What follows belongs to an exercise in optimizing a design on an open flow for small area; a production flow would make more cautious choices.
Function was checked by simulation only, so behaviour that the tests miss may differ from the original.
Power figures rest on the tool's default switching activity, not on a simulated workload.

## core_frontend_top
module core_frontend_top #(
  parameter core_pkg::xlen_t RESET_PC = 32'hFFFF_FF00
) (
  input  logic                clock_in,
  input  logic                arst_n,
  input  logic                halt_in,
  input  core_pkg::xlen_t     ins_data,
  input  logic                wb_enable,
  input  core_pkg::reg_addr_t wb_addr,
  input  core_pkg::xlen_t     wb_data,
  output core_pkg::xlen_t     ins_mem_addr,
  output logic                issue_valid,
  output core_pkg::unit_sel_t unit_sel,
  output core_pkg::uop_t      uop,
  output core_pkg::xlen_t     operand_a,
  output core_pkg::xlen_t     operand_b,
  output core_pkg::xlen_t     imm_value,
  output core_pkg::xlen_t     issue_pc,
  output core_pkg::reg_addr_t rd_addr,
  output logic                invalid_ins
);
export LEC_CHECK = 0
export CAP_MARGIN = 20
export CORE_MARGIN = 2
export CORE_UTILIZATION = 45
export CTS_BUF_LIST = sky130_fd_sc_hd__clkbuf_8
export CTS_CLUSTER_DIAMETER = 60
export CTS_CLUSTER_SIZE = 15
export PLACE_DENSITY = 0.55
export SETUP_SLACK_MARGIN = 0.15
export SLEW_MARGIN = 20
export SYNTH_HIERARCHICAL = 1
export SYNTH_MINIMUM_KEEP_SIZE = 0
create_clock -name core_clock -period 5.0 [get_ports {clock_in}]
standard.sh (not shown) runs the stock make flow with config.mk's settings and CLKGATE_MAP_FILE= SYNTH_SCRIPT=/design/flow/synth_recipe.tcl, a recipe that flattens the netlist after the stock synthesis.
==> flow/flow/run.sh <==
#!/bin/bash
# Standard layout, with plain buf_1 cells as the port buffers (the standard flow picks a delay
# cell) and a clock tree built without dummy loads; every step's output goes to
# standard_flow.log and ORFS's own logs.
set -o pipefail
export BUFFER_PORTS_ARGS="-buffer_cell sky130_fd_sc_hd__buf_1"
export CTS_ARGS="-sink_clustering_enable -repair_clock_nets -sink_clustering_size 15 -sink_clustering_max_diameter 60 -buf_list sky130_fd_sc_hd__clkbuf_8 -dont_use_dummy_load"
bash standard.sh > standard_flow.log 2>&1
==> next run, changes <==
- CORE_UTILIZATION: 45 -> 55
- PLACE_DENSITY: 0.55 -> 0.65
Effect: The changed run produced a clean layout; combinational power is about the same; hold slack gains 21 ps; non-clock buffer count grows by 26; cell area shrinks slightly; clock power shrinks by a few percent; worst setup slack gains 5.7 ps.
==> next run, changes <==
==> flow/flow/run.sh (replaced) <==
#!/bin/bash
# Standard layout, with plain buf_1 cells as the port buffers (the standard flow picks a delay
# cell); every step's output goes to standard_flow.log and ORFS's own logs.
set -o pipefail
export BUFFER_PORTS_ARGS="-buffer_cell sky130_fd_sc_hd__buf_1"
bash standard.sh > standard_flow.log 2>&1
- CORE_UTILIZATION: 55 -> 45
- PLACE_DENSITY: 0.65 -> 0.55
Effect:
- sequential power hardly moves
- wire length increases by 11%
- worst setup slack gets better by 17 ps
- worst hold slack gets worse by 44 ps

---

core_frontend_top, a different RTL version from the one above (not shown whole).
For scale: about 250 I/O pins, roughly 45,000 um^2 of cells after synthesis.
==> flow/config.mk <==
export PLATFORM = sky130hd
export DESIGN_NAME = core_frontend_top
export DESIGN_NICKNAME = core_frontend_top
export VERILOG_FILES = /design/flow/design.v
export SDC_FILE = /design/flow/constraint.sdc
export NUM_CORES = 4
export LEC_CHECK = 0
export CAP_MARGIN = 20
export CORE_MARGIN = 2
export CORE_UTILIZATION = 55
export CTS_BUF_LIST = sky130_fd_sc_hd__clkbuf_8
export CTS_CLUSTER_DIAMETER = 60
export CTS_CLUSTER_SIZE = 15
export PLACE_DENSITY = 0.65
export SETUP_SLACK_MARGIN = 0.05
export SLEW_MARGIN = 20
export SYNTH_HIERARCHICAL = 1
export SYNTH_MINIMUM_KEEP_SIZE = 0
==> flow/constraint.sdc <==
create_clock -name core_clock -period 5.0 [get_ports {clock_in}]
set_input_delay 1.0000 -clock core_clock [delete_from_list [all_inputs] [get_ports {clock_in}]]
set_output_delay 1.0000 -clock core_clock [all_outputs]
set_load 0.01 [all_outputs]
==> flow/flow/run.sh <==
#!/bin/bash
# Standard layout, with plain buf_1 cells as the port buffers (the standard flow picks a delay
# cell) and a clock tree built without dummy loads; every step's output goes to
# standard_flow.log and ORFS's own logs.
set -o pipefail
export BUFFER_PORTS_ARGS="-buffer_cell sky130_fd_sc_hd__buf_1"
export CTS_ARGS="-sink_clustering_enable -repair_clock_nets -sink_clustering_size 15 -sink_clustering_max_diameter 60 -buf_list sky130_fd_sc_hd__clkbuf_8 -dont_use_dummy_load"
bash standard.sh > standard_flow.log 2>&1
Change:
==> flow/flow/run.sh (replaced) <==
#!/bin/bash
# Standard layout, with plain buf_1 cells as the port buffers (the standard flow picks a delay
# cell); every step's output goes to standard_flow.log and ORFS's own logs.
set -o pipefail
export BUFFER_PORTS_ARGS="-buffer_cell sky130_fd_sc_hd__buf_1"
bash standard.sh > standard_flow.log 2>&1
--- a/flow/config.mk
+++ b/flow/config.mk
@@ -9,3 +9,3 @@
 export CORE_MARGIN = 2
-export CORE_UTILIZATION = 55
+export CORE_UTILIZATION = 45
 export CTS_BUF_LIST = sky130_fd_sc_hd__clkbuf_8
@@ -13,4 +13,4 @@
 export CTS_CLUSTER_SIZE = 15
-export PLACE_DENSITY = 0.65
-export SETUP_SLACK_MARGIN = 0.05
+export PLACE_DENSITY = 0.55
+export SETUP_SLACK_MARGIN = 0.15
 export SLEW_MARGIN = 20
Outcome: Clock-buffer cell count goes up by 6; setup slack improved by 0.053 ns; cell area goes up by a few percent; area after synthesis does not change.

---

core_frontend_top with an RTL version that a note above also has.
Size: ~250 I/O pins.
Settings: LEC_CHECK=0, CAP_MARGIN=15, CORE_MARGIN=2, CORE_UTILIZATION=45, CTS_BUF_LIST=sky130_fd_sc_hd__clkbuf_8, CTS_CLUSTER_DIAMETER=60, CTS_CLUSTER_SIZE=16, PLACE_DENSITY=0.55, SETUP_SLACK_MARGIN=0.15, SLEW_MARGIN=15, SYNTH_HIERARCHICAL=1, SYNTH_MINIMUM_KEEP_SIZE=0; clock period 5.0 ns.
==> flow/flow/run.sh <==
#!/bin/bash
# Standard layout, with plain buf_1 cells as the port buffers (the standard flow picks a delay
# cell) and a clock tree built without dummy loads; every step's output goes to
# standard_flow.log and ORFS's own logs.
set -o pipefail
export BUFFER_PORTS_ARGS="-buffer_cell sky130_fd_sc_hd__buf_1"
export CTS_ARGS="-sink_clustering_enable -repair_clock_nets -sink_clustering_size 16 -sink_clustering_max_diameter 60 -buf_list sky130_fd_sc_hd__clkbuf_8 -dont_use_dummy_load"
bash standard.sh > standard_flow.log 2>&1
The starting point produced a clean layout.
Rerun with:
CORE_UTILIZATION = 55   (was 45)
PLACE_DENSITY = 0.65   (was 0.55)
Wire length decreases by 9.6%; final area falls by 0.88%; register-to-register slack gets better by 20 ps; utilization increases by 11 points; global-route usage rises by 3.2 points.

[port drivers added, routing unchanged]
The results above use ideal ports. As a check the final layouts listed here were re-extracted and re-timed, cells and wires unchanged.
Step 1 (the two cells are an assumption about what drives the block):
set clk [get_ports {clock_in}]
set_driving_cell -lib_cell sky130_fd_sc_hd__clkbuf_16 $clk
set_driving_cell -lib_cell sky130_fd_sc_hd__buf_2 [delete_from_list [all_inputs] $clk]
Step 2 adds t to the input delays and takes it off the output delays; t is the mean of the earliest and latest rising clock arrival at the registers after step 1. Input paths then give back, and output paths get back, about the clock's delay inside the block.
Three values: ideal ports, drivers, drivers and shift; two values: the first two.
run	shift t [ns]	slack for setup (ns)	cell pins on the clock port's net
the first run of note 1	0.825	0.095 / 0.026 / 0.851	1
the second run of note 1	0.763	0.101 / 0.035 / 0.798	1
the third run of note 1	0.871	0.119 / 0.044 / 0.916	1
the first run of note 2	0.804	0.244 / 0.173 / 0.977	1
the second run of note 2	0.853	0.296 / 0.224 / 1.078	1
the first run of note 3	0.834	0.091 / 0.015 / 0.849	1
the second run of note 3	0.786	0.086 / 0.022 / 0.808	1
After both steps setup and hold are still met in every run listed.
